Context: an optimization exercise on an open-source flow, tuned for small area. The choices shown serve that exercise and are no tape-out recipe.
Function was checked by simulation only, so behaviour that the tests miss may differ from the original.
No activity file was given, so power comes from the tool's default toggle rates.

// apb_slave_mem
module apb_slave_mem (
  input  logic        PCLK,
  input  logic        PRESET,
  input  logic [31:0] PADDR,
  input  logic        PSEL,
  input  logic        PENABLE,
  input  logic        PWRITE,
  input  logic [7:0]  PWDATA,
  output logic [7:0]  PRDATA,
  output logic        PREADY,
  output logic        PSLVERR
);
Size: roughly 2100 flip-flops, roughly 55 I/O pins, ~53000 sq um of cells after synthesis.
clock: 10.0 ns
lec_check: 0
cap_margin: 40
core_margin: 2
core_utilization: 70
place_density: 0.8
slew_margin: 40
standard.sh (not shown) runs the stock make flow with config.mk's settings and CLKGATE_MAP_FILE= SYNTH_SCRIPT=/design/flow/synth_recipe.tcl, a recipe that flattens the netlist after the stock synthesis.
==> flow/flow/run.sh <==
#!/bin/bash
# The standard layout with two changes:
#  - synthesis maps logic with an area-oriented ABC script (flow/abc_area.script);
#    everything else in synthesis is synth_recipe.tcl unchanged
#  - ports are buffered with the smallest buffer
#  - the clock tree uses small clock buffers and no dummy loads
# ORFS keeps each tool's log under orfs/logs; make's output goes to flow.log.
set -o pipefail
HERE=$(pwd)
cat > mysynth.tcl <<EOT
proc abc {args} {
  set i [lsearch \$args -script]
  set args [lreplace \$args \$i [expr {\$i + 1}] -script $HERE/flow/abc_area.script]
  yosys abc {*}\$args
}
source $HERE/synth_recipe.tcl
EOT
sed "s|SYNTH_SCRIPT=[^ ]*|SYNTH_SCRIPT=$HERE/mysynth.tcl|" standard.sh > mystandard.sh
export BUFFER_PORTS_ARGS="-buffer_cell sky130_fd_sc_hd__buf_1"
export CTS_ARGS="-sink_clustering_enable -repair_clock_nets -dont_use_dummy_load -buf_list {sky130_fd_sc_hd__clkbuf_4 sky130_fd_sc_hd__clkbuf_8} -sink_clustering_size 20 -sink_clustering_max_diameter 50"
bash mystandard.sh 2>&1 | tee flow.log
==> flow/flow/abc_area.script <==
strash
&get -n
&st
&syn2
&dch -f
&nf -p -R 1000
&put
topo
The first run finished clean.
Edit:
--- a/flow/flow/run.sh
+++ b/flow/flow/run.sh
@@ -18,4 +18,4 @@
 sed "s|SYNTH_SCRIPT=[^ ]*|SYNTH_SCRIPT=$HERE/mysynth.tcl|" standard.sh > mystandard.sh
 export BUFFER_PORTS_ARGS="-buffer_cell sky130_fd_sc_hd__buf_1"
-export CTS_ARGS="-sink_clustering_enable -repair_clock_nets -dont_use_dummy_load -buf_list {sky130_fd_sc_hd__clkbuf_4 sky130_fd_sc_hd__clkbuf_8} -sink_clustering_size 20 -sink_clustering_max_diameter 50"
+export CTS_ARGS="-sink_clustering_enable -repair_clock_nets -dont_use_dummy_load -buf_list {sky130_fd_sc_hd__clkbuf_8 sky130_fd_sc_hd__clkbuf_16} -sink_clustering_size 32 -sink_clustering_max_diameter 45"
 bash mystandard.sh 2>&1 | tee flow.log
Result:
- die area stays the same
- total power is higher by 11%
- sequential cell count does not change
- cell area is higher by 2.8%
- core utilization is higher by 2.1 points
Edit:
--- a/flow/flow/run.sh
+++ b/flow/flow/run.sh
@@ -18,4 +18,4 @@
 sed "s|SYNTH_SCRIPT=[^ ]*|SYNTH_SCRIPT=$HERE/mysynth.tcl|" standard.sh > mystandard.sh
 export BUFFER_PORTS_ARGS="-buffer_cell sky130_fd_sc_hd__buf_1"
-export CTS_ARGS="-sink_clustering_enable -repair_clock_nets -dont_use_dummy_load -buf_list {sky130_fd_sc_hd__clkbuf_8 sky130_fd_sc_hd__clkbuf_16} -sink_clustering_size 32 -sink_clustering_max_diameter 45"
+export CTS_ARGS="-sink_clustering_enable -repair_clock_nets -dont_use_dummy_load -buf_list {sky130_fd_sc_hd__clkbuf_8} -sink_clustering_size 20 -sink_clustering_max_diameter 40"
 bash mystandard.sh 2>&1 | tee flow.log
--- a/flow/config.mk
+++ b/flow/config.mk
@@ -6,7 +6,7 @@
 export NUM_CORES = 4
 export LEC_CHECK = 0
-export CAP_MARGIN = 40
+export CAP_MARGIN = 20
 export CORE_MARGIN = 2
-export CORE_UTILIZATION = 70
-export PLACE_DENSITY = 0.8
-export SLEW_MARGIN = 40
+export CORE_UTILIZATION = 74
+export PLACE_DENSITY = 0.84
+export SLEW_MARGIN = 20
What happened: The new run ran to the end with no violations; via count climbs slightly; combinational power hardly moves; cell area goes down by a few percent; die area went down by a few percent; utilization climbs by 2.5 points; clock-buffer cell count came out higher by 12; power went down by a little under a tenth; global-route usage grows by 1.0 points; wire length drops by a few percent; non-clock buffer count drops by 5.

## separate check: timing with driven ports
No port has a modelled driver above. Below, the same layouts with a new extraction and two added sets of constraints.
Step 1, drivers: a clkbuf_16 drives PCLK and a buf_2 each remaining input, both assumed.
Step 2, shift: input delay + t, output delay - t, t = (earliest + latest rising clock arrival at the registers) / 2. This alone moves slack from input paths to output paths.
Slacks: ideal / step 1 / step 2; pairs: ideal / step 1.
run	shift t [ns]	setup slack, ns	worst data-port slew with drivers (ns)
the first run	0.865	0.888 / 0.932 / 0.067	0.07
the second run	0.798	0.721 / 0.770 / -0.028	0.08
the third run	0.894	0.657 / 0.704 / -0.190	0.04
Met with ideal ports but missed after step 2: setup timing in the second run and the third run. The setup slack of the third run, which loses most, moves by +0.047 ns with the drivers and by -0.847 ns with both steps.
